Context: an optimization exercise on an open-source flow, tuned for small area. The choices shown serve that exercise and are no tape-out recipe.
Only simulation tests tie the RTL to the original design; equivalence was not proved.

File: design/flow/config.mk
export PLATFORM = sky130hd
export DESIGN_NAME = aes_word_enc_core
export DESIGN_NICKNAME = aes_word_enc_core
export VERILOG_FILES = /design/flow/design.v
export SDC_FILE = /design/flow/constraint.sdc
export NUM_CORES = 4
export LEC_CHECK = 0
export CAP_MARGIN = 20
export CORE_MARGIN = 2
export CORE_UTILIZATION = 40
export SLEW_MARGIN = 20
File: design/flow/constraint.sdc
create_clock -name core_clock -period 25.0 [get_ports {clk}]
set_input_delay 5.0000 -clock core_clock [delete_from_list [all_inputs] [get_ports {clk}]]
set_output_delay 5.0000 -clock core_clock [all_outputs]
set_load 0.01 [all_outputs]
File: design/flow/design.v
package aes_enc_pkg;
   localparam logic [6:0] CNT_START = 7'd56;
   localparam logic [6:0] CNT_LAST  = 7'd127;
endpackage
module aes_enc_sched
(
   input  logic [6:0] i_cnt,
   output logic       o_ksel,     
   output logic [7:0] o_rcon,     
   output logic       o_wr,       
   output logic       o_load,     
   output logic       o_last,     
   output logic       o_kplain,   
   output logic       o_dld,      
   output logic       o_kv,
   output logic       o_done,
   output logic       o_ov,
   output logic [3:0] o_rnd
);
   always_comb begin
      o_ksel = 1'b0; o_rcon = 8'h00; o_wr = 1'b0; o_load = 1'b0; o_last = 1'b0;
      o_kplain = 1'b0; o_dld = 1'b0; o_kv = 1'b0; o_done = 1'b0; o_ov = 1'b0; o_rnd = 4'd0;
      case (i_cnt)
         7'd56: begin o_kplain = 1'b1; end
         7'd57: begin o_kplain = 1'b1; o_kv = 1'b1; end
         7'd58: begin o_wr = 1'b1; o_load = 1'b1; o_kplain = 1'b1; o_kv = 1'b1; end
         7'd59: begin o_wr = 1'b1; o_load = 1'b1; o_kplain = 1'b1; o_kv = 1'b1; end
         7'd60: begin o_wr = 1'b1; o_load = 1'b1; o_kplain = 1'b1; o_kv = 1'b1; end
         7'd61: begin o_wr = 1'b1; o_load = 1'b1; o_kv = 1'b1; end
         7'd62: begin o_ksel = 1'b1; o_kv = 1'b1; o_rcon = 8'h01; o_rnd = 4'd1; end
         7'd63: begin o_wr = 1'b1; o_kv = 1'b1; o_rnd = 4'd1; end
         7'd64: begin o_wr = 1'b1; o_kv = 1'b1; o_rnd = 4'd1; end
         7'd65: begin o_wr = 1'b1; o_kv = 1'b1; o_rnd = 4'd1; end
         7'd66: begin o_wr = 1'b1; o_kv = 1'b1; o_rnd = 4'd1; end
         7'd67: begin o_ksel = 1'b1; o_kv = 1'b1; o_rcon = 8'h02; o_rnd = 4'd1; end
         7'd68: begin o_wr = 1'b1; o_kv = 1'b1; o_rnd = 4'd2; end
         7'd69: begin o_wr = 1'b1; o_kv = 1'b1; o_rnd = 4'd2; end
         7'd70: begin o_wr = 1'b1; o_kv = 1'b1; o_rnd = 4'd2; end
         7'd71: begin o_wr = 1'b1; o_kv = 1'b1; o_rnd = 4'd2; end
         7'd72: begin o_ksel = 1'b1; o_kv = 1'b1; o_rcon = 8'h04; o_rnd = 4'd2; end
         7'd73: begin o_wr = 1'b1; o_kv = 1'b1; o_rnd = 4'd2; end
         7'd74: begin o_wr = 1'b1; o_kv = 1'b1; o_rnd = 4'd3; end
         7'd75: begin o_wr = 1'b1; o_kv = 1'b1; o_rnd = 4'd3; end
         7'd76: begin o_wr = 1'b1; o_kv = 1'b1; o_rnd = 4'd3; end
         7'd77: begin o_ksel = 1'b1; o_kv = 1'b1; o_rcon = 8'h08; o_rnd = 4'd3; end
         7'd78: begin o_wr = 1'b1; o_kv = 1'b1; o_rnd = 4'd3; end
         7'd79: begin o_wr = 1'b1; o_kv = 1'b1; o_rnd = 4'd3; end
         7'd80: begin o_wr = 1'b1; o_kv = 1'b1; o_rnd = 4'd4; end
         7'd81: begin o_wr = 1'b1; o_kv = 1'b1; o_rnd = 4'd4; end
         7'd82: begin o_ksel = 1'b1; o_kv = 1'b1; o_rcon = 8'h10; o_rnd = 4'd4; end
         7'd83: begin o_wr = 1'b1; o_kv = 1'b1; o_rnd = 4'd4; end
         7'd84: begin o_wr = 1'b1; o_kv = 1'b1; o_rnd = 4'd4; end
         7'd85: begin o_wr = 1'b1; o_kv = 1'b1; o_rnd = 4'd4; end
         7'd86: begin o_wr = 1'b1; o_kv = 1'b1; o_rnd = 4'd5; end
         7'd87: begin o_ksel = 1'b1; o_kv = 1'b1; o_rcon = 8'h20; o_rnd = 4'd5; end
         7'd88: begin o_wr = 1'b1; o_kv = 1'b1; o_rnd = 4'd5; end
         7'd89: begin o_wr = 1'b1; o_kv = 1'b1; o_rnd = 4'd5; end
         7'd90: begin o_wr = 1'b1; o_kv = 1'b1; o_rnd = 4'd5; end
         7'd91: begin o_wr = 1'b1; o_kv = 1'b1; o_rnd = 4'd5; end
         7'd92: begin o_ksel = 1'b1; o_kv = 1'b1; o_rcon = 8'h40; o_rnd = 4'd6; end
         7'd93: begin o_wr = 1'b1; o_kv = 1'b1; o_rnd = 4'd6; end
         7'd94: begin o_wr = 1'b1; o_kv = 1'b1; o_rnd = 4'd6; end
         7'd95: begin o_wr = 1'b1; o_kv = 1'b1; o_rnd = 4'd6; end
         7'd96: begin o_wr = 1'b1; o_kv = 1'b1; o_rnd = 4'd6; end
         7'd97: begin o_ksel = 1'b1; o_kv = 1'b1; o_rcon = 8'h80; o_rnd = 4'd6; end
         7'd98: begin o_wr = 1'b1; o_kv = 1'b1; o_rnd = 4'd7; end
         7'd99: begin o_wr = 1'b1; o_kv = 1'b1; o_rnd = 4'd7; end
         7'd100: begin o_wr = 1'b1; o_kv = 1'b1; o_rnd = 4'd7; end
         7'd101: begin o_wr = 1'b1; o_kv = 1'b1; o_rnd = 4'd7; end
         7'd102: begin o_ksel = 1'b1; o_kv = 1'b1; o_rcon = 8'h1b; o_rnd = 4'd7; end
         7'd103: begin o_wr = 1'b1; o_kv = 1'b1; o_rnd = 4'd7; end
         7'd104: begin o_wr = 1'b1; o_kv = 1'b1; o_rnd = 4'd8; end
         7'd105: begin o_wr = 1'b1; o_kv = 1'b1; o_rnd = 4'd8; end
         7'd106: begin o_wr = 1'b1; o_kv = 1'b1; o_rnd = 4'd8; end
         7'd107: begin o_ksel = 1'b1; o_kv = 1'b1; o_rcon = 8'h36; o_rnd = 4'd8; end
         7'd108: begin o_wr = 1'b1; o_last = 1'b1; o_kv = 1'b1; o_rnd = 4'd8; end
         7'd109: begin o_wr = 1'b1; o_last = 1'b1; o_kv = 1'b1; o_rnd = 4'd8; end
         7'd110: begin o_wr = 1'b1; o_last = 1'b1; o_kv = 1'b1; o_rnd = 4'd9; end
         7'd111: begin o_wr = 1'b1; o_last = 1'b1; o_kv = 1'b1; o_rnd = 4'd9; end
         7'd112: begin o_kv = 1'b1; o_rnd = 4'd9; end
         7'd113: begin o_kv = 1'b1; o_rnd = 4'd9; end
         7'd114: begin o_kv = 1'b1; o_rnd = 4'd9; end
         7'd115: begin o_kv = 1'b1; o_rnd = 4'd9; end
         7'd116: begin o_kv = 1'b1; o_rnd = 4'd10; end
         7'd117: begin o_kv = 1'b1; o_rnd = 4'd10; end
         7'd118: begin o_kv = 1'b1; o_rnd = 4'd10; end
         7'd119: begin o_kv = 1'b1; o_rnd = 4'd10; end
         7'd120: begin o_kv = 1'b1; o_rnd = 4'd10; end
         7'd121: begin o_kv = 1'b1; o_rnd = 4'd10; end
         7'd122: begin o_kv = 1'b1; end
         7'd123: begin o_dld = 1'b1; o_kv = 1'b1; o_done = 1'b1; end
         7'd124: begin o_dld = 1'b1; o_kv = 1'b1; o_done = 1'b1; o_ov = 1'b1; end
         7'd125: begin o_dld = 1'b1; o_kv = 1'b1; o_done = 1'b1; o_ov = 1'b1; end
         7'd126: begin o_dld = 1'b1; o_kv = 1'b1; o_done = 1'b1; o_ov = 1'b1; end
         7'd127: begin o_kv = 1'b1; o_done = 1'b1; o_ov = 1'b1; end
         default: ;
      endcase
   end
endmodule
module aes_sbox
(
   input  logic [7:0] i_byte,
   output logic [7:0] o_byte
);
   logic U0, U1, U2, U3, U4, U5, U6, U7;
   logic T1, T2, T3, T4, T5, T6, T7, T8, T9, T10;
   logic T11, T12, T13, T14, T15, T16, T17, T18, T19, T20;
   logic T21, T22, T23, T24, T25, T26, T27, M1, M2, M3;
   logic M4, M5, M6, M7, M8, M9, M10, M11, M12, M13;
   logic M14, M15, M16, M17, M18, M19, M20, M21, M22, M23;
   logic M24, M25, M26, M27, M28, M29, M30, M31, M32, M33;
   logic M34, M35, M36, M37, M38, M39, M40, M41, M42, M43;
   logic M44, M45, M46, M47, M48, M49, M50, M51, M52, M53;
   logic M54, M55, M56, M57, M58, M59, M60, M61, M62, M63;
   logic L0, L1, L2, L3, L4, L5, L6, L7, L8, L9;
   logic L10, L11, L12, L13, L14, L15, L16, L17, L18, L19;
   logic L20, L21, L22, L23, L24, L25, L26, L27, L28, L29;
   logic S0, S1, S2, S3, S4, S5, S6, S7;
   assign {U0, U1, U2, U3, U4, U5, U6, U7} = i_byte;
   assign T1 = U0 ^ U3;
   assign T2 = U0 ^ U5;
   assign T3 = U0 ^ U6;
   assign T4 = U3 ^ U5;
   assign T5 = U4 ^ U6;
   assign T6 = T1 ^ T5;
   assign T7 = U1 ^ U2;
   assign T8 = U7 ^ T6;
   assign T9 = U7 ^ T7;
   assign T10 = T6 ^ T7;
   assign T11 = U1 ^ U5;
   assign T12 = U2 ^ U5;
   assign T13 = T3 ^ T4;
   assign T14 = T6 ^ T11;
   assign T15 = T5 ^ T11;
   assign T16 = T5 ^ T12;
   assign T17 = T9 ^ T16;
   assign T18 = U3 ^ U7;
   assign T19 = T7 ^ T18;
   assign T20 = T1 ^ T19;
   assign T21 = U6 ^ U7;
   assign T22 = T7 ^ T21;
   assign T23 = T2 ^ T22;
   assign T24 = T2 ^ T10;
   assign T25 = T20 ^ T17;
   assign T26 = T3 ^ T16;
   assign T27 = T1 ^ T12;
   assign M1 = T13 & T6;
   assign M2 = T23 & T8;
   assign M3 = T14 ^ M1;
   assign M4 = T19 & U7;
   assign M5 = M4 ^ M1;
   assign M6 = T3 & T16;
   assign M7 = T22 & T9;
   assign M8 = T26 ^ M6;
   assign M9 = T20 & T17;
   assign M10 = M9 ^ M6;
   assign M11 = T1 & T15;
   assign M12 = T4 & T27;
   assign M13 = M12 ^ M11;
   assign M14 = T2 & T10;
   assign M15 = M14 ^ M11;
   assign M16 = M3 ^ M2;
   assign M17 = M5 ^ T24;
   assign M18 = M8 ^ M7;
   assign M19 = M10 ^ M15;
   assign M20 = M16 ^ M13;
   assign M21 = M17 ^ M15;
   assign M22 = M18 ^ M13;
   assign M23 = M19 ^ T25;
   assign M24 = M22 ^ M23;
   assign M25 = M22 & M20;
   assign M26 = M21 ^ M25;
   assign M27 = M20 ^ M21;
   assign M28 = M23 ^ M25;
   assign M29 = M28 & M27;
   assign M30 = M26 & M24;
   assign M31 = M20 & M23;
   assign M32 = M27 & M31;
   assign M33 = M27 ^ M25;
   assign M34 = M21 & M22;
   assign M35 = M24 & M34;
   assign M36 = M24 ^ M25;
   assign M37 = M21 ^ M29;
   assign M38 = M32 ^ M33;
   assign M39 = M23 ^ M30;
   assign M40 = M35 ^ M36;
   assign M41 = M38 ^ M40;
   assign M42 = M37 ^ M39;
   assign M43 = M37 ^ M38;
   assign M44 = M39 ^ M40;
   assign M45 = M42 ^ M41;
   assign M46 = M44 & T6;
   assign M47 = M40 & T8;
   assign M48 = M39 & U7;
   assign M49 = M43 & T16;
   assign M50 = M38 & T9;
   assign M51 = M37 & T17;
   assign M52 = M42 & T15;
   assign M53 = M45 & T27;
   assign M54 = M41 & T10;
   assign M55 = M44 & T13;
   assign M56 = M40 & T23;
   assign M57 = M39 & T19;
   assign M58 = M43 & T3;
   assign M59 = M38 & T22;
   assign M60 = M37 & T20;
   assign M61 = M42 & T1;
   assign M62 = M45 & T4;
   assign M63 = M41 & T2;
   assign L0 = M61 ^ M62;
   assign L1 = M50 ^ M56;
   assign L2 = M46 ^ M48;
   assign L3 = M47 ^ M55;
   assign L4 = M54 ^ M58;
   assign L5 = M49 ^ M61;
   assign L6 = M62 ^ L5;
   assign L7 = M46 ^ L3;
   assign L8 = M51 ^ M59;
   assign L9 = M52 ^ M53;
   assign L10 = M53 ^ L4;
   assign L11 = M60 ^ L2;
   assign L12 = M48 ^ M51;
   assign L13 = M50 ^ L0;
   assign L14 = M52 ^ M61;
   assign L15 = M55 ^ L1;
   assign L16 = M56 ^ L0;
   assign L17 = M57 ^ L1;
   assign L18 = M58 ^ L8;
   assign L19 = M63 ^ L4;
   assign L20 = L0 ^ L1;
   assign L21 = L1 ^ L7;
   assign L22 = L3 ^ L12;
   assign L23 = L18 ^ L2;
   assign L24 = L15 ^ L9;
   assign L25 = L6 ^ L10;
   assign L26 = L7 ^ L9;
   assign L27 = L8 ^ L10;
   assign L28 = L11 ^ L14;
   assign L29 = L11 ^ L17;
   assign S0 = L6 ^ L24;
   assign S1 = ~(L16 ^ L26);
   assign S2 = ~(L19 ^ L28);
   assign S3 = L6 ^ L21;
   assign S4 = L20 ^ L22;
   assign S5 = L25 ^ L29;
   assign S6 = ~(L13 ^ L27);
   assign S7 = ~(L6 ^ L23);
   assign o_byte = {S0, S1, S2, S3, S4, S5, S6, S7};
endmodule
import aes_enc_pkg::*;
module aes_word_enc_core
(
   input  logic         clk,
   input  logic         reset,
   input  logic         start,
   input  logic         selEncDec,
   input  logic [127:0] key_in,
   input  logic [31:0]  data_in,
   output logic [31:0]  data_out,
   output logic [6:0]   signals
);
   function automatic logic [7:0] xtime(input logic [7:0] b);
      xtime = {b[6:0], 1'b0} ^ (b[7] ? 8'h1b : 8'h00);
   endfunction
   logic [6:0]   r_cnt;
   logic [31:0]  r_k0, r_k1, r_k2, r_k3, r_k4;
   logic [39:0]  r_s0;
   logic [31:0]  r_s1, r_s2, r_s3;
   logic [31:0]  r_dout;
   logic         w_idle;
   logic         w_ksel;     
   logic         w_wr;       
   logic         w_load;     
   logic         w_last;     
   logic         w_kplain;   
   logic         w_dld;      
   logic         w_kv, w_done, w_ov;
   logic [7:0]   w_rcon;
   logic [3:0]   w_rnd;
   logic [7:0]   w_sbi [4];
   logic [7:0]   w_a   [4];
   logic [31:0]  w_mix;
   logic [31:0]  w_wd;
   logic [31:0]  w_kx;
   assign w_idle = (r_cnt == 7'd0) || (r_cnt == CNT_LAST);
   aes_enc_sched u_sched (
      .i_cnt    (r_cnt),
      .o_ksel   (w_ksel),
      .o_rcon   (w_rcon),
      .o_wr     (w_wr),
      .o_load   (w_load),
      .o_last   (w_last),
      .o_kplain (w_kplain),
      .o_dld    (w_dld),
      .o_kv     (w_kv),
      .o_done   (w_done),
      .o_ov     (w_ov),
      .o_rnd    (w_rnd)
   );
   assign signals  = {w_ov, w_done, w_rnd, w_kv};
   assign data_out = r_dout;
   assign w_sbi[0] = w_ksel ? r_k3[23:16] : r_s0[7:0];
   assign w_sbi[1] = w_ksel ? r_k3[15:8]  : r_s1[7:0];
   assign w_sbi[2] = w_ksel ? r_k3[7:0]   : r_s2[7:0];
   assign w_sbi[3] = w_ksel ? r_k3[31:24] : r_s3[7:0];
   for (genvar g = 0; g < 4; g++) begin : g_sbox
      aes_sbox u_sbox (
         .i_byte (w_sbi[g]),
         .o_byte (w_a[g])
      );
   end
   logic [7:0] w_tt;
   assign w_tt = w_a[0] ^ w_a[1] ^ w_a[2] ^ w_a[3];
   always_comb begin
      for (int r = 0; r < 4; r++)
         w_mix[8 * (3 - r) +: 8] = w_a[r] ^ ({8{!w_last}} & (w_tt ^ xtime(w_a[r] ^ w_a[(r + 1) % 4])));
   end
   assign w_wd = (w_load ? data_in : w_mix) ^ r_k4;
   assign w_kx = w_ksel   ? ({w_a[0], w_a[1], w_a[2], w_a[3]} ^ {w_rcon, 24'h000000}) :
                 w_kplain ? 32'h00000000 : r_k4;
   always_ff @(posedge clk) begin
      if (reset)          r_cnt <= 7'd0;
      else if (w_idle) begin
         r_cnt <= (start && !selEncDec) ? CNT_START : 7'd0;
      end else            r_cnt <= r_cnt + 7'd1;
   end
   always_ff @(posedge clk) begin
      r_k0 <= r_k1;
      if (w_idle) begin
         {r_k1, r_k2, r_k3, r_k4} <= key_in;
      end else begin
         r_k1 <= r_k2;
         r_k2 <= r_k3;
         r_k3 <= r_k4;
         r_k4 <= r_k0 ^ w_kx;
      end
   end
   always_ff @(posedge clk) begin
      r_s0 <= {(w_wr ? w_wd[31:24] : r_s0[7:0]), r_s0[39:8]};
      r_s1 <= {(w_wr ? w_wd[23:16] : r_s1[7:0]), r_s1[31:8]};
      if (w_ksel) r_s2 <= {r_s2[15:0], r_s2[31:16]};
      else        r_s2 <= {(w_wr ? w_wd[15:8] : r_s2[7:0]), r_s2[31:8]};
      if (w_ksel) r_s3 <= {r_s3[23:0], r_s3[31:24]};
      else        r_s3 <= {(w_wr ? w_wd[7:0] : r_s3[7:0]), r_s3[31:8]};
   end
   always_ff @(posedge clk) begin
      if (reset)      r_dout <= 32'h00000000;
      else if (w_dld) r_dout <= {r_s0[7:0], r_s1[15:8], r_s2[15:8], r_s3[15:8]};
   end
endmodule
File: design/flow/flow/run.sh
#!/bin/bash
# Own flow: the standard layout (standard.sh), except that synthesis runs own_synth.tcl,
# which is synth_recipe.tcl with Yosys's abc pass given abc_area.script, and the port buffers are
# the smallest buffer cell. Registers, their names
# and cell types are those of the standard synthesis (ABC maps only the combinational logic).
# Each step's full output goes to a log file of its own in the work folder.
set -euo pipefail
W=$PWD
bash standard.sh SYNTH_SCRIPT="$W/flow/own_synth.tcl" synth > "$W/own_synth.log" 2>&1
# Ports are buffered as in the standard flow, with the smallest buffer instead of ORFS's pick.
# Clock tree: bigger sink clusters and no dummy loads, to use fewer clock buffers.
bash standard.sh BUFFER_PORTS_ARGS="-buffer_cell sky130_fd_sc_hd__buf_1" \
   CTS_ARGS="$(cat "$W/flow/cts_args")" finish > "$W/own_layout.log" 2>&1
File: design/flow/flow/abc_area.script
strash
balance
rewrite
refactor
balance
rewrite
rewrite -z
balance
refactor -z
rewrite -z
balance
dch -f
amap
topo
File: design/flow/flow/cts_args
-sink_clustering_enable -repair_clock_nets -dont_use_dummy_load -buf_list sky130_fd_sc_hd__clkbuf_16 -sink_clustering_size 30 -sink_clustering_max_diameter 200
File: design/flow/flow/own_synth.tcl
set own_abc_script [file join [file dirname [file normalize [info script]]] abc_area.script]
proc synth {args} { yosys synth -nofsm -noshare {*}$args }
proc abc {args} {
  set i [lsearch -exact $args -script]
  if {$i >= 0} { lset args [expr {$i + 1}] $::own_abc_script }
  yosys abc {*}$args
}
unset -nocomplain ::env(ADDER_MAP_FILE)
source $::env(SCRIPTS_DIR)/synth.tcl
# left out here: clear keep_hierarchy, flatten, clean up, hide names made inside functions, write 1_2_yosys.v
File: design/flow/standard.sh
#!/bin/bash
# synth_recipe.tcl (not shown) runs the flow's synth.tcl, then flattens the netlist and writes it again
# the make line also repeats each setting of config.mk as NAME=value (left out here)
make -C /OpenROAD-flow-scripts/flow DESIGN_CONFIG=/design/flow/config.mk WORK_HOME=/design/flow/orfs CLKGATE_MAP_FILE= SYNTH_SCRIPT=/design/flow/synth_recipe.tcl "${@:-finish}"
==> results of run 1 <==
==> flip-flops by register name, summed over array words and instances, names as in the netlist <==
signal and count:
r_k1 32, r_k3 32, r_k2 32, r_s0 40, r_k4 32, r_dout 32
r_s2 32, r_k0 32, r_s1 32, r_s3 32, r_cnt 7
==> Yosys cell counts, types with 2 or more instances <==
| cell type | count | area, µm² |
|---|---|---|
| nor2_1 | 347 | 1300 |
| dfxtp_1 | 335 | 6710 |
| clkinv_1 | 304 | 1140 |
| o22ai_1 | 274 | 1710 |
| a21oi_1 | 217 | 1090 |
| o21ai_0 | 179 | 896 |
| nand2_1 | 160 | 601 |
| o22a_1 | 71 | 622 |
| a22o_1 | 63 | 552 |
| o221a_1 | 30 | 338 |
| a211oi_1 | 26 | 195 |
| o32ai_1 | 16 | 140 |
| nor2b_1 | 14 | 87.6 |
| nor3_1 | 10 | 50.1 |
| o221ai_1 | 10 | 87.6 |
| o31ai_1 | 7 | 52.6 |
| a31oi_1 | 6 | 37.5 |
| nand3_1 | 5 | 25.0 |
| or2_0 | 5 | 31.3 |
| buf_4 | 3 | 22.5 |
| xnor2_1 | 3 | 26.3 |
| a22oi_1 | 2 | 15.0 |
| nor4_1 | 2 | 12.5 |
| xor2_1 | 2 | 17.5 |
==> layer usage <==
| metal | track usage (%) | up-vias | routed length [µm] |
|---|---|---|---|
| met5 | 0 | - | 0 |
| met4 | 7.33 | 0 | 1560 |
| met3 | 3.24 | 73 | 3140 |
| met2 | 42.1 | 481 | 24400 |
| met1 | 35.4 | 7127 | 25100 |
| li1 | - | 8139 | - |
==> area by class of cell <==
class / instances / area [µm²] / area share [%]
timing repair buffer: 222 / 908 / 5.11
inverter: 304 / 1140 / 6.42
clock buffer: 15 / 375 / 2.11
sequential: 335 / 6710 / 37.7
tap: 518 / 648 / 3.64
multi-input combinational: 1459 / 8010 / 45.0
==> layout by cell type (no fill, tap or decap), types with 25 or more instances in the layout <==
cell type and n:
buf_1 202, o22a_1 71, a211oi_1 25, nor2_1 347, a22o_1 63, o22ai_1 272
a21oi_1 217, o21ai_0 178, nand2_1 160, dfxtp_1 335, o221a_1 30, clkinv_1 301
==> logic make-up (layout without fill, tap and decap cells) <==
family	Yosys count	after routing	share of synthesized area, %
AO/OA/AOI/OAI	907	907	36.5
AND/OR/NAND/NOR	547	547	13.5
flip-flops	335	335	42.3
buffers and inverters	307	541	7.35
XOR/XNOR	5	5	0.277
==> through the flow <==
stage               setup WS (ns)  util [%]  cell area (µm²)  instances  hold slack (ns)
global route                10.57      45.8            17800       2853            0.320
global placement            12.49      44.9            17400       2838            0.310
finish                      11.94      45.8            17800       2853            0.312
CTS                         12.20      45.8            17800       2853            0.318
detailed placement          12.26      44.9            17400       2838            0.312
floorplan                    4.86         -            15800       2101            0.310
==> critical path, delay by kind of cell (launching register included) <==
kind | cells | cell delay (ns)
and+or+nand+nor | 11 | 1.27
AOI/OAI and AO/OA | 22 | 6.60
DFF | 1 | 0.55
buffers and inverters | 13 | 4.23
xor gates and xnor gates | 1 | 0.19
==> path summary, 6_finish.rpt <==
path,cells past startpoint,from,endpoint,slack [ns]
min reg2reg,0,r_k1[28],r_k0[28],0.31
max,47,r_cnt[2],r_s3[31],11.94
max reg2reg,47,r_cnt[2],r_s3[31],11.94
min,0,r_k1[28],r_k0[28],0.31
==> flow_summary.ini, run 1 <==
[cts]
cts_buffer_depth = 3
post_cts_buffers = 0
h-tree-depth = 1
cts_tree = yes
clock_sinks = 335
cts_hold_buf = 0
cts_inserted_buffers = 15
cts_resized = 0
clkLatencyLatePin_ns = 0.53
cts-root-buf = clkbuf_16
clk_pin_slew_ns = 0.12

[detailed_routing]
drc = 0
avgViaCountPerCell = 5.55
routedWlPerCell_um = 19.0
via_count = 15800
routed_wirelength_um = 54100
postRouteAntennaNets = 0
drtPass1Iterations = 6
drt_iter0_markers = 1255

[synthesis]
synth-main-ff-cell = dfxtp_1
synth.avg_cell_area_um2 = 7.54
yosysWarnings = 5
syn_nets = 2265
synth_edf_count = 0
netlist_area_mm2 = 0.0158
syn_inst = 2101
synth_cell_type_count = 34
yosys_register_bits = 335
async_reset_ff_share_pct = 0
ys_seq_area_share_pct = 42.3

[global_route]
overflow = 0
grt_pass1_wl_um = 82500
grt_max_degree = 92
grt_util_all_layers_pct = 25.7
antenna_found_initial = 0
grt_pass1_vias = 14500

[min_path]
hp-class = flop to flop

[floorplanning]
core_mm2 = 0.0388
dieHeight_um = 203
start_util_pct = 40.8
dieArea_mm2 = 0.0412
die_width_um = 203
pin_count = 203
rows = 72

[cells_and_area]
diodes = 0
num-fill-cells = 3972
syn2layout_area_growth_pct = 12.3
drive_gt1_share_pct = 1.84
layout.nets = 2501

[run]
maxCapViolCount = 0

[sta]
maxSlewViolCount = 0
rsz0062_at_grt = false
tightest_slew_ns = 1.05
fin_crit_sh_pct = 52.2
final-hold-violation-count = 0
setup_tns_ns = 0
fin_crit_ns = 13.06
setup_viol = 0
clock_skew_ns = 0.0743
relSlewSlack_pct = 29.6
max_clock_freq_mhz = 76.6

[placement]
io_buffer_count = 202
gp_congestion = 0.952
place_hpwl_um = 41200

[setup_path]
slowest_stage = clkinv_2
critPathKind = flop to flop
cp-end-kind = flop
crit_arrival_ns = 13.46
startpoint_type = flop
critPathRequiredTime_ns = 25.40
crit_fanout = 60
slowest_delay_ns = 0.82
cp_common_cell = o22ai_1

[outcome]
run_status = complete, no violations
==> run 2, diff against run 1 <==
==> design/flow/flow/cts_args (replaced) <==
-sink_clustering_enable -repair_clock_nets -dont_use_dummy_load -buf_list sky130_fd_sc_hd__clkbuf_16 -sink_clustering_size 30 -sink_clustering_max_diameter 60
==> run 2 against run 1 <==
Routed wire length up 0.66%. Clock skew down 0.019 ns. Clock-buffer cell count up 12. Cell count up 0.46%. Critical path depth down 1. Worst setup slack better by 0.091 ns. Global-route usage up 0.10 points. Sequential share of layout area down 0.66 points. Highest routed layer unchanged.
==> flow_summary.ini, run 2 <==
[outcome]
run_status = complete, no violations

[detailed_routing]
postRouteAntennaNets = 0
routed_wirelength_um = 54500
drt_iter0_markers = 1299
drc = 0
via_count = 16000
routedWlPerCell_um = 19.0
avgViaCountPerCell = 5.59
drtPass1Iterations = 6

[synthesis]
synth_edf_count = 0
synthTopCellsByCount = 347 x nor2_1, 335 x dfxtp_1, 304 x clkinv_1
async_reset_ff_share_pct = 0
yosys_register_bits = 335
synth_cell_type_count = 34
synth_top_area_share_pct = 42.3
ys_seq_area_share_pct = 42.3
synth-main-ff-cell = dfxtp_1
yosysWarnings = 5
synth_top_area_cell = dfxtp_1
syn_inst = 2101
syn_nets = 2265
yosysMostFrequentCell = nor2_1
synth_area_leaders = dfxtp_1 42%, o22ai_1 11%, nor2_1 8.2%, clkinv_1 7.2%, a21oi_1 6.9%
netlist_area_mm2 = 0.0158
synth.avg_cell_area_um2 = 7.54

[cells_and_area]
syn2layout_area_growth_pct = 14.3
diodes = 0
layout_commonest_cell = nor2_1
utilization_pct = 46.6
max_flop_register = r_s0
drive_gt1_share_pct = 2.39
layout.nets = 2514
largest_reg_flops = 40
final_cell_mix = 347 x nor2_1, 335 x dfxtp_1, 301 x clkinv_1

[cts]
h-tree-depth = 1
cts_buffer_depth = 3
cts_hold_buf = 0
clock_sinks = 335
clkLatencyLatePin_ns = 0.60
clk_pin_slew_ns = 0.10
post_cts_buffers = 0
cts-root-buf = clkbuf_16
cts_resized = 0
cts_tree = yes
cts_inserted_buffers = 27

[placement]
pre_cts_ws_ns = 12.26
io_buffer_count = 202
place_hpwl_um = 41200
gp_congestion = 0.952

[floorplanning]
die_width_um = 203
dieArea_mm2 = 0.0412
rows = 72
pin_count = 203
core_mm2 = 0.0388
dieHeight_um = 203
start_util_pct = 40.8

[sta]
fin_crit_ns = 12.97
clock_skew_ns = 0.0550
max_clock_freq_mhz = 77.1
relSlewSlack_pct = 36.7
tightest_slew_ns = 0.949
fin_crit_sh_pct = 51.9
setup_ws_ns = 12.03
final-hold-violation-count = 0
maxSlewViolCount = 0
rsz0062_at_grt = false
setup_viol = 0
setup_tns_ns = 0

[setup_path]
slowest_delay_ns = 0.83
cp-end-kind = flop
cp_common_cell = o22ai_1
critPathKind = flop to flop
critPathRequiredTime_ns = 25.42
crit_fanout = 60
crit_arrival_ns = 13.38
slowest_stage = clkinv_2
startpoint_type = flop

[global_route]
grt_pass1_vias = 14700
antenna_found_initial = 0
grt_max_degree = 92
grt_util_all_layers_pct = 25.8
grt_pass1_wl_um = 83300
overflow = 0

[run]
maxCapViolCount = 0

[min_path]
hp-class = flop to flop
run 2: layout make-up:
type                    instances  area, µm²
flip-flops and latches        335       6710
clock buffers                  27        676
multi-input cells            1459       8010
repair buffers                223        923
fillers                      3949      20700
well taps                     518        648
inverters                     304       1140
run 2: metrics by stage:
step / std cells / cell area (µm²) / hold slack, ns
after global routing: 2866 / 18100 / 0.269
final: 2866 / 18100 / 0.259
after floorplan: 2101 / 15800 / 0.310
after detailed placement: 2838 / 17400 / 0.312
after global placement: 2838 / 17400 / 0.310
after CTS: 2865 / 18100 / 0.262
run 2: path summary, 6_finish.rpt:
path	from	to	slack, ns	cells past startpoint
worst max-delay path	r_cnt[2]	r_s3[31]	12.03	46
worst min-delay path	r_s0[34]	r_s0[26]	0.26	0
worst max register to register	r_cnt[2]	r_s3[31]	12.03	46
worst min register to register	r_s0[34]	r_s0[26]	0.26	0
run 2: routing by layer:
metal	routed length (µm)	GRT usage [%]
met4	1420	7.64
met2	24700	42.4
met3	2890	2.57
met5	0	0
met1	25500	35.8
run 2: critical path: cells and delay by family (launching register included):
| kind | cells | cell delay [ns] |
|---|---|---|
| compound gates | 22 | 6.57 |
| xor+xnor | 1 | 0.28 |
| buf+inv | 12 | 4.04 |
| flops | 1 | 0.53 |
| simple gates | 11 | 1.29 |
run 2: cells by family after synthesis:
logic type      share of synthesized area [%]
buf+inv                                  7.35
xor+xnor                                0.277
compound gates                           36.5
flops                                    42.3
simple gates                             13.5
==> run 3, diff against run 2 <==
==> design/flow/flow/cts_args (replaced) <==
-sink_clustering_enable -repair_clock_nets -dont_use_dummy_load -buf_list sky130_fd_sc_hd__clkbuf_16 -sink_clustering_size 24 -sink_clustering_max_diameter 200
--- a/design/flow/config.mk
+++ b/design/flow/config.mk
@@ -10,2 +10,4 @@
 export CORE_UTILIZATION = 40
+export GPL_ROUTABILITY_DRIVEN = 0
+export GPL_TIMING_DRIVEN = 0
 export SLEW_MARGIN = 20
==> run 3 against run 2 <==
Still clean. Fmax is 0.93% higher. Synthesized cell count unchanged. Core utilization is 0.32 points higher. Worst setup slack gained 0.12 ns. Cell count shrank 0.24%. Sequential share of layout area down 0.25 points. Clock skew shrank 0.025 ns. Via count fell by 1.5%. Synthesized area unchanged. Critical endpoint unchanged.
==> flow_summary.ini, run 3 <==
[detailed_routing]
wl_met3_um = 2870
avgViaCountPerCell = 5.52
highest-signal-layer = met4
drc = 0
drt_iter0_markers = 1193
routedWlPerCell_um = 17.7
postRouteAntennaNets = 0
drtPass1Iterations = 5
routed_wirelength_um = 50700
wl_met1_um = 23600
wl_met2_um = 23000
via_count = 15800

[setup_path]
crit_arrival_ns = 13.23
cp_common_cell = clkinv_1
slowest_delay_ns = 0.70
r2r_start = r_cnt[2]
r2r_slack_ns = 12.15
critPathRequiredTime_ns = 25.38
cp-end-kind = flop
slowest_stage = o21ai_4
critPathKind = flop to flop
r2r_cells = 49
path_buf_inv = 14
crit_fanout = 60
startpoint_type = flop
crit_family = compound AO/OA/AOI/OAI gates
r2r-end = r_s3[31]

[global_route]
overflow = 0
grt_max_degree = 80
grt_pass1_wl_um = 77300
grt_pass1_vias = 14200
antenna_found_initial = 1
grt_util_all_layers_pct = 23.7

[synthesis]
syn_inst = 2101
synthTopCellsByCount = 347 x nor2_1, 335 x dfxtp_1, 304 x clkinv_1
synth_top_area_share_pct = 42.3
synth-main-ff-cell = dfxtp_1
ys_seq_area_share_pct = 42.3
syn_nets = 2265
synth_cell_type_count = 34
synth_edf_count = 0
synth_area_leaders = dfxtp_1 42%, o22ai_1 11%, nor2_1 8.2%, clkinv_1 7.2%, a21oi_1 6.9%
synth.avg_cell_area_um2 = 7.54
yosysWarnings = 5
netlist_area_mm2 = 0.0158
synth_top_area_cell = dfxtp_1
yosys_register_bits = 335
yosysMostFrequentCell = nor2_1
async_reset_ff_share_pct = 0

[min_path]
hold_depth = 0
hold_path_end = r_k0[24]
hp-class = flop to flop
worstHoldStart = r_k1[24]

[cells_and_area]
layout_commonest_cell = nor2_1
num-fill-cells = 3901
drive_gt1_share_pct = 2.26
layout.nets = 2506
seqCellArea_mm2 = 0.00671
syn2layout_area_growth_pct = 15.1
final_cell_mix = 346 x nor2_1, 335 x dfxtp_1, 298 x clkinv_1
max_flop_register = r_s0
largest_reg_flops = 40
fin_area_mm2 = 0.0182
multi_input_area_mm2 = 0.00803

[cts]
cts_resized = 0
cts_hold_buf = 0
h-tree-depth = 1
clk_pin_slew_ns = 0.10
cts_tree = yes
post_cts_buffers = 0
clkLatencyLatePin_ns = 0.53
cts-root-buf = clkbuf_16
cts_inserted_buffers = 17
cts_buffer_depth = 3
clock_sinks = 335

[sta]
rsz0062_at_grt = false
tightest_slew_ns = 1.06
clock_skew_ns = 0.0297
final-hold-violation-count = 0
relSlewSlack_pct = 28.3
max_clock_freq_mhz = 77.8
fin_crit_ns = 12.85
fin_crit_sh_pct = 51.4
maxSlewViolCount = 0
setup_viol = 0
whs_ns = 0.315

[outcome]
run_status = complete, no violations

[floorplanning]
rows = 72
core_mm2 = 0.0388
start_util_pct = 40.8
pin_count = 203
dieHeight_um = 203
die_width_um = 203
dieArea_mm2 = 0.0412

[placement]
place_hpwl_um = 39000
place_area_mm2 = 0.0178
io_buffer_count = 202

[run]
maxCapViolCount = 0
[run 3: cell counts after synthesis]
No cell type changed its count.
[run 3: area by class of cell]
class                           count  share of cell area (%)
Timing Repair Buffer              222                    6.84
Antenna cell                        1                  0.0137
Clock buffer                       17                    2.33
Tap cell                          518                    3.55
Buffer                              3                   0.124
Inverter                          304                    6.34
Sequential cell                   335                    36.8
Multi-Input combinational cell   1459                    44.0
[run 3: worst max path at each step]
stage | from | to | slack, ns | cells after the start
floorplan | r_cnt[3] | r_s3[31] | 4.86 | 47
global placement | r_cnt[3] | r_s3[31] | -4.19 | 45
detailed placement | r_cnt[2] | r_s3[31] | 12.53 | 49
CTS | r_cnt[2] | r_s3[31] | 12.46 | 49
global route | r_cnt[2] | r_s3[31] | 10.93 | 49
finish | r_cnt[2] | r_s3[31] | 12.15 | 49
[run 3: kinds of logic after synthesis]
| logic type | after synthesis | share of synthesized area, % |
|---|---|---|
| XOR/XNOR | 5 | 0.277 |
| buffers and inverters | 307 | 7.35 |
| AO/OA/AOI/OAI | 907 | 36.5 |
| AND/OR/NAND/NOR | 547 | 13.5 |
| flip-flops | 335 | 42.3 |
[run 3: worst reg2reg max path, delay by kind of cell, from the launching register on]
family	cells	cell delay, ns
flip-flops	1	0.54
AND/OR/NAND/NOR	12	1.39
buffers and inverters	14	3.49
XOR/XNOR	1	0.21
AO/OA/AOI/OAI	22	7.06
[run 3: per-stage QoR]
step,std cells,util (%),setup TNS [ns],setup slack [ns]
after floorplan,2101,-,0,4.86
after global placement,2821,44.4,-145.39,-4.19
after detailed placement,2841,45.9,0,12.53
after CTS,2858,47.0,0,12.46
after global routing,2859,47.0,0,10.93
final,2859,47.0,0,12.15
[run 3: per-layer routing]
layer	vias up	global-route usage, %
li1	8138	-
met1	7132	32.9
met2	464	39.2
met3	61	2.54
met4	0	6.33
met5	-	0
==> run 4, diff against run 3 <==
--- a/design/flow/config.mk
+++ b/design/flow/config.mk
@@ -10,4 +10,2 @@
 export CORE_UTILIZATION = 40
-export GPL_ROUTABILITY_DRIVEN = 0
-export GPL_TIMING_DRIVEN = 0
 export SLEW_MARGIN = 20
==> run 4 against run 3 <==
Still clean on timing, DRC and antenna. Non-clock buffer count decreased by 2. Synthesized area unchanged. Routed wire length is 6.9% higher. Clock-buffer cell count unchanged. Register-to-register slack worse by 0.07 ns. Critical path type unchanged. Highest routed layer unchanged.
==> flow_summary.ini, run 4 <==
[outcome]
run_status = complete, no violations

[sta]
fin_crit_sh_pct = 51.7
relSlewSlack_pct = 36.2
setup_viol = 0
maxSlewViolCount = 0
final-hold-violation-count = 0
max_clock_freq_mhz = 77.4
tightest_slew_ns = 0.947
fin_crit_ns = 12.92
rsz0062_at_grt = false
clock_skew_ns = 0.0235
whs_ns = 0.311
setup_tns_ns = 0

[floorplanning]
core_mm2 = 0.0388
dieArea_mm2 = 0.0412
rows = 72
pin_count = 203
start_util_pct = 40.8
die_width_um = 203
dieHeight_um = 203

[global_route]
antenna_found_initial = 0
grt_pass1_vias = 14600
overflow = 0
grt_util_all_layers_pct = 25.7
grt_max_degree = 92
grt_pass1_wl_um = 82900

[synthesis]
yosysWarnings = 5
netlist_area_mm2 = 0.0158
yosysMostFrequentCell = nor2_1
yosys_register_bits = 335
syn_nets = 2265
synth.avg_cell_area_um2 = 7.54
synth_area_leaders = dfxtp_1 42%, o22ai_1 11%, nor2_1 8.2%, clkinv_1 7.2%, a21oi_1 6.9%
ys_seq_area_share_pct = 42.3
synth_cell_type_count = 34
synth_edf_count = 0
synthTopCellsByCount = 347 x nor2_1, 335 x dfxtp_1, 304 x clkinv_1
synth_top_area_cell = dfxtp_1
syn_inst = 2101
synth_top_area_share_pct = 42.3
async_reset_ff_share_pct = 0
synth-main-ff-cell = dfxtp_1

[detailed_routing]
avgViaCountPerCell = 5.52
drt_iter0_markers = 1229
drc = 0
routed_wirelength_um = 54200
via_count = 15800
drtPass1Iterations = 5
postRouteAntennaNets = 0
routedWlPerCell_um = 19.0

[min_path]
hp-class = flop to flop
worstHoldStart = r_k1[28]

[cells_and_area]
max_flop_register = r_s0
diodes = 0
syn2layout_area_growth_pct = 12.7
drive_gt1_share_pct = 1.97
layout.nets = 2504
layout_commonest_cell = nor2_1
final_cell_mix = 347 x nor2_1, 335 x dfxtp_1, 301 x clkinv_1
largest_reg_flops = 40

[cts]
clk_pin_slew_ns = 0.11
h-tree-depth = 1
clock_sinks = 335
clkLatencyLatePin_ns = 0.54
cts_inserted_buffers = 17
post_cts_buffers = 0
cts_resized = 0
cts-root-buf = clkbuf_16
cts_tree = yes
cts_buffer_depth = 3
cts_hold_buf = 0

[placement]
gp_congestion = 0.952
io_buffer_count = 202
place_hpwl_um = 41200

[setup_path]
critPathRequiredTime_ns = 25.41
startpoint_type = flop
path_buf_inv = 13
r2r_start = r_cnt[2]
crit_fanout = 60
slowest_delay_ns = 0.82
cp_common_cell = o22ai_1
slowest_stage = clkinv_2
crit_path_start = r_cnt[2]
crit_family = compound AO/OA/AOI/OAI gates
cp-end-kind = flop
critPathKind = flop to flop
crit_arrival_ns = 13.33

[run]
maxCapViolCount = 0
-- run 4: cell counts after synthesis --
Identical to the previous run, type by type.
-- run 4: path summary, 6_finish.rpt --
check        endpoint  slack [ns]  cells after the start
min          r_k0[28]        0.31                      0
max          r_s3[31]       12.08                     47
min reg2reg  r_k0[28]        0.31                      0
max reg2reg  r_s3[31]       12.08                     47
-- run 4: layout make-up --
class | instances | area [µm²]
Multi-Input combinational cell | 1459 | 8010
Tap cell | 518 | 648
Inverter | 304 | 1140
Fill cell | 3968 | 21000
Clock buffer | 17 | 425
Timing Repair Buffer | 223 | 923
Sequential cell | 335 | 6710
-- run 4: logic make-up after synthesis --
| group | count (synthesis) | share of synthesized area (%) |
|---|---|---|
| buffers and inverters | 307 | 7.35 |
| AO/OA/AOI/OAI | 907 | 36.5 |
| flip-flops | 335 | 42.3 |
| AND/OR/NAND/NOR | 547 | 13.5 |
| XOR/XNOR | 5 | 0.277 |
-- run 4: metrics by stage --
| step | utilization, % | std cells | instance area (µm²) | setup slack, ns |
|---|---|---|---|---|
| 3_5_place_dp | 44.9 | 2838 | 17400 | 12.26 |
| 2_1_floorplan | - | 2101 | 15800 | 4.86 |
| 3_3_place_gp | 44.9 | 2838 | 17400 | 12.49 |
| 6_report | 46.0 | 2856 | 17900 | 12.08 |
| 5_1_grt | 46.0 | 2856 | 17900 | 10.55 |
| 4_1_cts | 46.0 | 2855 | 17800 | 12.21 |
-- run 4: routing by layer --
metal  track usage (%)  wire [µm]  share of wire [%]
met5                 0          0                  0
met4              6.00       1210                2.2
met3              2.65       2750                5.1
met2              42.7      24600                 45
met1              35.8      25600                 47
-- run 4: worst register-to-register path: cells and delay by family (launching register included) --
| kind | cells | cell delay [ns] |
|---|---|---|
| compound gates | 22 | 6.51 |
| flops | 1 | 0.53 |
| xor+xnor | 1 | 0.19 |
| buf+inv | 13 | 4.25 |
| simple gates | 11 | 1.30 |
==> run 5, diff against run 4 <==
--- a/design/flow/config.mk
+++ b/design/flow/config.mk
@@ -9,3 +9,3 @@
 export CORE_MARGIN = 2
-export CORE_UTILIZATION = 40
+export CORE_UTILIZATION = 65
 export SLEW_MARGIN = 20
==> run 5 against run 4 <==
Register-to-register slack gained 0.81 ns. Clock skew grew 0.0036 ns. Sequential share of layout area grew 0.60 points. Non-clock buffer count shrank 4. Worst setup slack gained 0.81 ns. Largest cell class unchanged. Global-route usage grew 13 points. Fmax grew 6.7%. Design area shrank 1.6%. Critical endpoint unchanged.
==> flow_summary.ini, run 5 <==
[cts]
cts_tree = yes
post_cts_buffers = 0
clk_pin_slew_ns = 0.11
cts_hold_buf = 0
cts_resized = 0
cts_inserted_buffers = 17
h-tree-depth = 1
clock_sinks = 335
clkLatencyLatePin_ns = 0.53
cts_buffer_depth = 3
cts-root-buf = clkbuf_16

[placement]
gp_congestion = 1.01
place_hpwl_um = 37200
place_area_mm2 = 0.0172
io_buffer_count = 202
dp_cells = 2641

[min_path]
hp-class = flop to flop
worstHoldStart = r_k1[28]

[synthesis]
synth_cell_type_count = 34
synthTopCellsByCount = 347 x nor2_1, 335 x dfxtp_1, 304 x clkinv_1
yosysWarnings = 5
synthAdderAreaFrac_pct = 0
synth_top_area_cell = dfxtp_1
synth.avg_cell_area_um2 = 7.54
synth_top_area_share_pct = 42.3
syn_nets = 2265
async_reset_ff_share_pct = 0
netlist_area_mm2 = 0.0158
synth_area_leaders = dfxtp_1 42%, o22ai_1 11%, nor2_1 8.2%, clkinv_1 7.2%, a21oi_1 6.9%
ys_seq_area_share_pct = 42.3
yosys_register_bits = 335
synthSimpleGateAreaFrac_pct = 13.5
synth_xor_area_share_pct = 0.276
yosysMostFrequentCell = nor2_1
synth-main-ff-cell = dfxtp_1
synth_top_family_by_area = compound AO/OA/AOI/OAI gates
synth_edf_count = 0
syn_inst = 2101
synth_compound_area_share_pct = 36.5
synthMuxAreaShare_pct = 0

[sta]
maxSlewViolCount = 0
fin_crit_ns = 12.11
max_clock_freq_mhz = 82.6
whs_ns = 0.314
setup_tns_ns = 0
fin_crit_sh_pct = 48.4
clock_skew_ns = 0.0271
relSlewSlack_pct = 31.5
setup_viol = 0
rsz0062_at_grt = false
final-hold-violation-count = 0
tightest_slew_ns = 1.03

[setup_path]
crit_path_start = r_cnt[3]
cp-end-kind = flop
crit_family = compound AO/OA/AOI/OAI gates
critPathKind = flop to flop
crit_arrival_ns = 12.50
crit_fanout = 63
slowest_stage = buf_4
startpoint_type = flop
path_buf_inv = 11
r2r_start = r_cnt[3]
critPathRequiredTime_ns = 25.39
slowest_delay_ns = 0.69
cp_common_cell = o22ai_1

[detailed_routing]
via_count = 16800
drt_iter0_markers = 1803
drtPass1Iterations = 6
routed_wirelength_um = 51100
avgViaCountPerCell = 6.33
postRouteAntennaNets = 0
drc = 0
routedWlPerCell_um = 19.2

[global_route]
overflow = 0
grt_util_all_layers_pct = 38.4
grt_max_degree = 98
grt_pass1_wl_um = 79200
antenna_found_initial = 0
grt_pass1_vias = 15100

[floorplanning]
pin_count = 203
dieHeight_um = 160
dieArea_mm2 = 0.0256
core_mm2 = 0.0241
start_util_pct = 65.7
die_width_um = 160
rows = 57

[cells_and_area]
largest_reg_flops = 40
layout.nets = 2500
multi_input_area_mm2 = 0.00801
max_flop_register = r_s0
layout_commonest_cell = nor2_1
drive_gt1_share_pct = 1.76
seqCellArea_mm2 = 0.00671
syn2layout_area_growth_pct = 11.0
finalNonFillerCells = 2658
fin_area_mm2 = 0.0176
num-fill-cells = 2008
final_cell_mix = 347 x nor2_1, 335 x dfxtp_1, 302 x clkinv_1
diodes = 0

[outcome]
run_status = complete, no violations

[run]
maxCapViolCount = 0
-- run 5: cell types whose count changed in the layout (fill, tap and decap cells not counted), sizes merged --
cell | before | now
buf | 223 | 219
clkinv | 302 | 303
inv | 2 | 1
-- run 5: logic make-up (layout without fill, tap and decap cells) --
family                 count (synthesis)  after routing
AO/OA/AOI/OAI                        907            907
AND/OR/NAND/NOR                      547            547
flip-flops                           335            335
buffers and inverters                307            540
XOR/XNOR                               5              5
-- run 5: path summary, 6_finish.rpt --
check / end / cells after the start / slack, ns
min: r_k0[28] / 0 / 0.31
max reg2reg: r_s3[31] / 45 / 12.89
max: r_s3[31] / 45 / 12.89
min reg2reg: r_k0[28] / 0 / 0.31
-- run 5: layer usage --
metal  global-route usage, %  vias up  routed length [µm]
met5                       0        -                   0
met4                    17.6        0                2740
met3                    5.12      180                5160
met2                    62.4     1048               22800
met1                    51.2     7492               20400
li1                        -     8098                   -
-- run 5: worst reg2reg max path, delay by kind of cell (launching register included) --
| kind | cells | cell delay (ns) |
|---|---|---|
| compound gates | 22 | 6.70 |
| flops | 1 | 0.62 |
| simple gates | 11 | 1.22 |
| xor+xnor | 1 | 0.19 |
| buf+inv | 11 | 3.27 |
-- run 5: area by class of cell --
type / instances / area share (%)
multi-input cells: 1459 / 45.6
flip-flops and latches: 335 / 38.2
inverters: 304 / 6.50
repair buffers: 219 / 5.04
clock buffers: 17 / 2.42
well taps: 324 / 2.31
-- run 5: stage by stage --
step / setup WS, ns / util (%)
after global routing: 11.53 / 72.9
after global placement: 13.33 / 71.2
after CTS: 13.27 / 72.9
final: 12.89 / 72.9
after floorplan: 4.86 / -
after detailed placement: 13.35 / 71.2
==> run 6, diff against run 5 <==
--- a/design/flow/design.v
+++ b/design/flow/design.v
@@ -3,2 +3,11 @@
    localparam logic [6:0] CNT_LAST  = 7'd127;
+   localparam logic [31:0] POL_K0 = 32'h00000000;
+   localparam logic [31:0] POL_K1 = 32'h00000000;
+   localparam logic [31:0] POL_K2 = 32'hffffffff;
+   localparam logic [31:0] POL_K3 = 32'h00000000;
+   localparam logic [31:0] POL_K4 = 32'hffffffff;
+   localparam logic [39:0] POL_S0 = 40'h0000000000;
+   localparam logic [31:0] POL_S1 = 32'h00000000;
+   localparam logic [31:0] POL_S2 = 32'h00ffff00;
+   localparam logic [31:0] POL_S3 = 32'h0000ff00;
 endpackage
@@ -269,2 +278,5 @@
    logic [31:0]  r_dout;
+   logic [31:0]  k0, k1, k2, k3, k4;
+   logic [39:0]  s0;
+   logic [31:0]  s1, s2, s3;
    logic         w_idle;
@@ -284,2 +296,14 @@
    logic [31:0]  w_kx;
+   logic [31:0]  w_k4n;
+   logic [39:0]  w_s0n;
+   logic [31:0]  w_s1n, w_s2n, w_s3n;
+   assign k0 = r_k0 ^ POL_K0;
+   assign k1 = r_k1 ^ POL_K1;
+   assign k2 = r_k2 ^ POL_K2;
+   assign k3 = r_k3 ^ POL_K3;
+   assign k4 = r_k4 ^ POL_K4;
+   assign s0 = r_s0 ^ POL_S0;
+   assign s1 = r_s1 ^ POL_S1;
+   assign s2 = r_s2 ^ POL_S2;
+   assign s3 = r_s3 ^ POL_S3;
    assign w_idle = (r_cnt == 7'd0) || (r_cnt == CNT_LAST);
@@ -301,6 +325,6 @@
    assign data_out = r_dout;
-   assign w_sbi[0] = w_ksel ? r_k3[23:16] : r_s0[7:0];
-   assign w_sbi[1] = w_ksel ? r_k3[15:8]  : r_s1[7:0];
-   assign w_sbi[2] = w_ksel ? r_k3[7:0]   : r_s2[7:0];
-   assign w_sbi[3] = w_ksel ? r_k3[31:24] : r_s3[7:0];
+   assign w_sbi[0] = w_ksel ? k3[23:16] : s0[7:0];
+   assign w_sbi[1] = w_ksel ? k3[15:8]  : s1[7:0];
+   assign w_sbi[2] = w_ksel ? k3[7:0]   : s2[7:0];
+   assign w_sbi[3] = w_ksel ? k3[31:24] : s3[7:0];
    for (genvar g = 0; g < 4; g++) begin : g_sbox
@@ -317,5 +341,10 @@
    end
-   assign w_wd = (w_load ? data_in : w_mix) ^ r_k4;
-   assign w_kx = w_ksel   ? ({w_a[0], w_a[1], w_a[2], w_a[3]} ^ {w_rcon, 24'h000000}) :
-                 w_kplain ? 32'h00000000 : r_k4;
+   assign w_wd  = (w_load ? data_in : w_mix) ^ k4;
+   assign w_kx  = w_ksel   ? ({w_a[0], w_a[1], w_a[2], w_a[3]} ^ {w_rcon, 24'h000000}) :
+                  w_kplain ? 32'h00000000 : k4;
+   assign w_k4n = w_idle ? key_in[31:0] : k0 ^ w_kx;
+   assign w_s0n = {(w_wr ? w_wd[31:24] : s0[7:0]), s0[39:8]};
+   assign w_s1n = {(w_wr ? w_wd[23:16] : s1[7:0]), s1[31:8]};
+   assign w_s2n = w_ksel ? {s2[15:0], s2[31:16]} : {(w_wr ? w_wd[15:8] : s2[7:0]), s2[31:8]};
+   assign w_s3n = w_ksel ? {s3[23:0], s3[31:24]} : {(w_wr ? w_wd[7:0] : s3[7:0]), s3[31:8]};
    always_ff @(posedge clk) begin
@@ -327,19 +356,19 @@
    always_ff @(posedge clk) begin
-      r_k0 <= r_k1;
+      r_k0 <= k1 ^ POL_K0;
       if (w_idle) begin
-         {r_k1, r_k2, r_k3, r_k4} <= key_in;
+         r_k1 <= key_in[127:96] ^ POL_K1;
+         r_k2 <= key_in[95:64]  ^ POL_K2;
+         r_k3 <= key_in[63:32]  ^ POL_K3;
       end else begin
-         r_k1 <= r_k2;
-         r_k2 <= r_k3;
-         r_k3 <= r_k4;
-         r_k4 <= r_k0 ^ w_kx;
+         r_k1 <= k2 ^ POL_K1;
+         r_k2 <= k3 ^ POL_K2;
+         r_k3 <= k4 ^ POL_K3;
       end
+      r_k4 <= w_k4n ^ POL_K4;
    end
    always_ff @(posedge clk) begin
-      r_s0 <= {(w_wr ? w_wd[31:24] : r_s0[7:0]), r_s0[39:8]};
-      r_s1 <= {(w_wr ? w_wd[23:16] : r_s1[7:0]), r_s1[31:8]};
-      if (w_ksel) r_s2 <= {r_s2[15:0], r_s2[31:16]};
-      else        r_s2 <= {(w_wr ? w_wd[15:8] : r_s2[7:0]), r_s2[31:8]};
-      if (w_ksel) r_s3 <= {r_s3[23:0], r_s3[31:24]};
-      else        r_s3 <= {(w_wr ? w_wd[7:0] : r_s3[7:0]), r_s3[31:8]};
+      r_s0 <= w_s0n ^ POL_S0;
+      r_s1 <= w_s1n ^ POL_S1;
+      r_s2 <= w_s2n ^ POL_S2;
+      r_s3 <= w_s3n ^ POL_S3;
    end
@@ -347,3 +376,3 @@
       if (reset)      r_dout <= 32'h00000000;
-      else if (w_dld) r_dout <= {r_s0[7:0], r_s1[15:8], r_s2[15:8], r_s3[15:8]};
+      else if (w_dld) r_dout <= {s0[7:0], s1[15:8], s2[15:8], s3[15:8]};
    end
--- a/design/flow/config.mk
+++ b/design/flow/config.mk
@@ -7,5 +7,5 @@
 export LEC_CHECK = 0
-export CAP_MARGIN = 20
+export CAP_MARGIN = 5
 export CORE_MARGIN = 2
-export CORE_UTILIZATION = 65
-export SLEW_MARGIN = 20
+export CORE_UTILIZATION = 40
+export SLEW_MARGIN = 5
==> run 6 against run 5 <==
Cell count is 6.7% higher. Core utilization is 27 points lower. Die area is 57% higher.
==> flow_summary.ini, run 6 <==
[outcome]
run_status = complete, no violations

[sta]
whs_ns = 0.325
rsz0062_at_grt = false
clock_skew_ns = 0.0230
max_clock_freq_mhz = 77.6
setup_tns_ns = 0
maxSlewViolCount = 0
fin_crit_ns = 12.88
tightest_slew_ns = 1.01
final-hold-violation-count = 0
setup_viol = 0
relSlewSlack_pct = 32.9
fin_crit_sh_pct = 51.5

[cts]
cts_tree = yes
clock_sinks = 335
post_cts_buffers = 0
cts_resized = 0
h-tree-depth = 1
cts_buffer_depth = 3
clkLatencyLatePin_ns = 0.54
clk_pin_slew_ns = 0.11
cts_hold_buf = 0
cts_inserted_buffers = 17
cts-root-buf = clkbuf_16

[cells_and_area]
drive_gt1_share_pct = 1.89
num-fill-cells = 3950
largest_reg_flops = 40
final_cell_mix = 370 x o22ai_1, 360 x nor2_1, 335 x dfxtp_1
layout.nets = 2491
layout_commonest_cell = o22ai_1
syn2layout_area_growth_pct = 13.0
multi_input_area_mm2 = 0.00785
seqCellArea_mm2 = 0.00671
max_flop_register = r_s0

[global_route]
grt_pass1_wl_um = 80000
grt_max_degree = 97
grt_pass1_vias = 14100
grt_util_all_layers_pct = 25.1
antenna_found_initial = 1
grt.met1_usage_pct = 36.2
met3_usage_pct = 3.30
gr-max-usage-layer = met2
grtUsageMet2_pct = 39.7
overflow = 0

[synthesis]
synthTopCellsByCount = 371 x o22ai_1, 360 x nor2_1, 335 x dfxtp_1
async_reset_ff_share_pct = 0
yosysWarnings = 5
netlist_area_mm2 = 0.0154
syn_nets = 2256
synth-main-ff-cell = dfxtp_1
synth_area_leaders = dfxtp_1 43%, o22ai_1 15%, nor2_1 8.8%, o21ai_0 7.9%, a21oi_1 7.1%
yosysMostFrequentCell = o22ai_1
synth.avg_cell_area_um2 = 7.37
synth_edf_count = 0
yosys_register_bits = 335
synth_top_area_share_pct = 43.5
ys_seq_area_share_pct = 43.5
synth_top_area_cell = dfxtp_1
synth_cell_type_count = 33
syn_inst = 2092

[detailed_routing]
via_count = 15600
avgViaCountPerCell = 5.50
postRouteAntennaNets = 0
drt_iter0_markers = 1308
routedWlPerCell_um = 18.5
routed_wirelength_um = 52400
drtPass1Iterations = 5
drc = 0

[setup_path]
crit_arrival_ns = 13.33
critPathRequiredTime_ns = 25.45
startpoint_type = flop
critPathKind = flop to flop
r2r-end = r_s3[31]
slowest_stage = o22ai_1
r2r_start = r_cnt[2]
crit_fanout = 96
slowest_delay_ns = 0.63
r2r_cells = 43
cp-end-kind = flop
r2r_slack_ns = 12.12

[floorplanning]
start_util_pct = 40.8
die_width_um = 200
dieArea_mm2 = 0.0402
pin_count = 203
rows = 71
dieHeight_um = 200
core_mm2 = 0.0378

[min_path]
hp-class = flop to flop
worstHoldStart = r_s1[20]
hold_depth = 0
hold_path_end = r_s1[12]

[run]
maxCapViolCount = 0

[placement]
io_buffer_count = 202
gp_congestion = 0.931
place_hpwl_um = 38800
-- run 6: cell count changes in the layout (fill, tap and decap cells not counted), sizes merged, moves of 6 or more --
| cell | previous run | this run |
|---|---|---|
| o22ai | 274 | 371 |
| o21ai | 179 | 242 |
| a22o | 63 | 2 |
| clkinv | 303 | 242 |
| o22a | 71 | 14 |
| and2 | 0 | 15 |
| o221a | 30 | 16 |
| nor2 | 347 | 360 |
| xor2 | 2 | 12 |
| a211oi | 26 | 17 |
| nand2 | 160 | 169 |
| o32ai | 16 | 8 |
| a22oi | 2 | 8 |
| nor2b | 14 | 8 |
-- run 6: cell families (layout without fill, tap and decap cells) --
kind of cell | Yosys count | after routing | synth area share [%]
compound gates | 921 | 921 | 35.0
simple gates | 573 | 573 | 14.6
flops | 335 | 335 | 43.5
buf+inv | 248 | 481 | 6.11
xor+xnor | 15 | 15 | 0.852
other cells | 0 | 1 | 0
-- run 6: worst max-delay path by stage --
stage / start / to / slack, ns / cells after the start
detailed placement: r_cnt[2] / r_s3[31] / 12.47 / 43
global route: r_cnt[2] / r_s3[31] / 10.78 / 43
floorplan: r_cnt[2] / r_s2[31] / 8.42 / 46
CTS: r_cnt[2] / r_s3[31] / 12.39 / 43
finish: r_cnt[2] / r_s3[31] / 12.12 / 43
global placement: r_cnt[2] / r_s3[31] / 12.62 / 43
-- run 6: metrics by stage --
| stage | utilization [%] | instances | area (µm²) | worst slack [ns] |
|---|---|---|---|---|
| after floorplan | - | 2092 | 15400 | 8.42 |
| after global placement | 44.9 | 2819 | 17000 | 12.62 |
| after detailed placement | 44.9 | 2819 | 17000 | 12.47 |
| after CTS | 46.1 | 2836 | 17400 | 12.39 |
| after global routing | 46.1 | 2836 | 17400 | 10.78 |
| final | 46.1 | 2837 | 17400 | 12.12 |
-- run 6: cell type report --
cell class | count | share of cell area [%]
clock buffer | 17 | 2.44
multi-input combinational | 1509 | 45.0
timing repair buffer | 219 | 5.08
tap | 511 | 3.67
sequential | 335 | 38.5
inverter | 245 | 5.31
antenna | 1 | 0.0144
-- run 6: worst max-delay path, delay by kind of cell (launching register included) --
family,cells,cell delay (ns)
flops,1,0.51
buf+inv,11,3.76
compound gates,23,7.36
xor+xnor,1,0.27
simple gates,8,0.73
-- run 6: per-layer routing --
metal,share of wire [%],vias to the layer above
li1,-,8065
met1,48,7016
met2,44,464
met3,5.6,62
met4,2.6,0
met5,0,-

==> what the ideal ports hide <==
Ports are ideal in the flow. The routed layouts listed here were re-timed in OpenROAD.
Step 1 sets driving cells, clkbuf_16 on the clock port and buf_2 on the other inputs (assumed; they add their load-dependent delay and slew).
Step 2, shift: input delay + t, output delay - t, t = (earliest + latest rising clock arrival at the registers) / 2. This alone moves slack from input paths to output paths.
a / b / c = ideal ports / drivers / drivers and shift; a / b = the first two.
run | t (ns) | setup WS [ns] | hold slack, ns | clock arrival spread, ns | cell pins on the clock port's net
run 1 | 0.549 | 11.940 / 11.940 / 11.940 | 0.312 / 0.312 / 0.312 | 0.074 / 0.075 | 1
run 2 | 0.607 | 12.031 / 12.031 / 12.031 | 0.259 / 0.259 / 0.259 | 0.079 / 0.079 | 1
run 3 | 0.570 | 12.150 / 12.150 / 12.150 | 0.315 / 0.315 / 0.315 | 0.029 / 0.029 | 1
run 4 | 0.581 | 12.079 / 12.079 / 12.079 | 0.311 / 0.311 / 0.311 | 0.023 / 0.024 | 1
run 5 | 0.572 | 12.891 / 12.891 / 12.891 | 0.314 / 0.314 / 0.314 | 0.028 / 0.028 | 1
run 6 | 0.577 | 12.120 / 12.120 / 12.120 | 0.325 / 0.325 / 0.325 | 0.024 / 0.024 | 1
After both steps setup and hold are still met in every run listed.
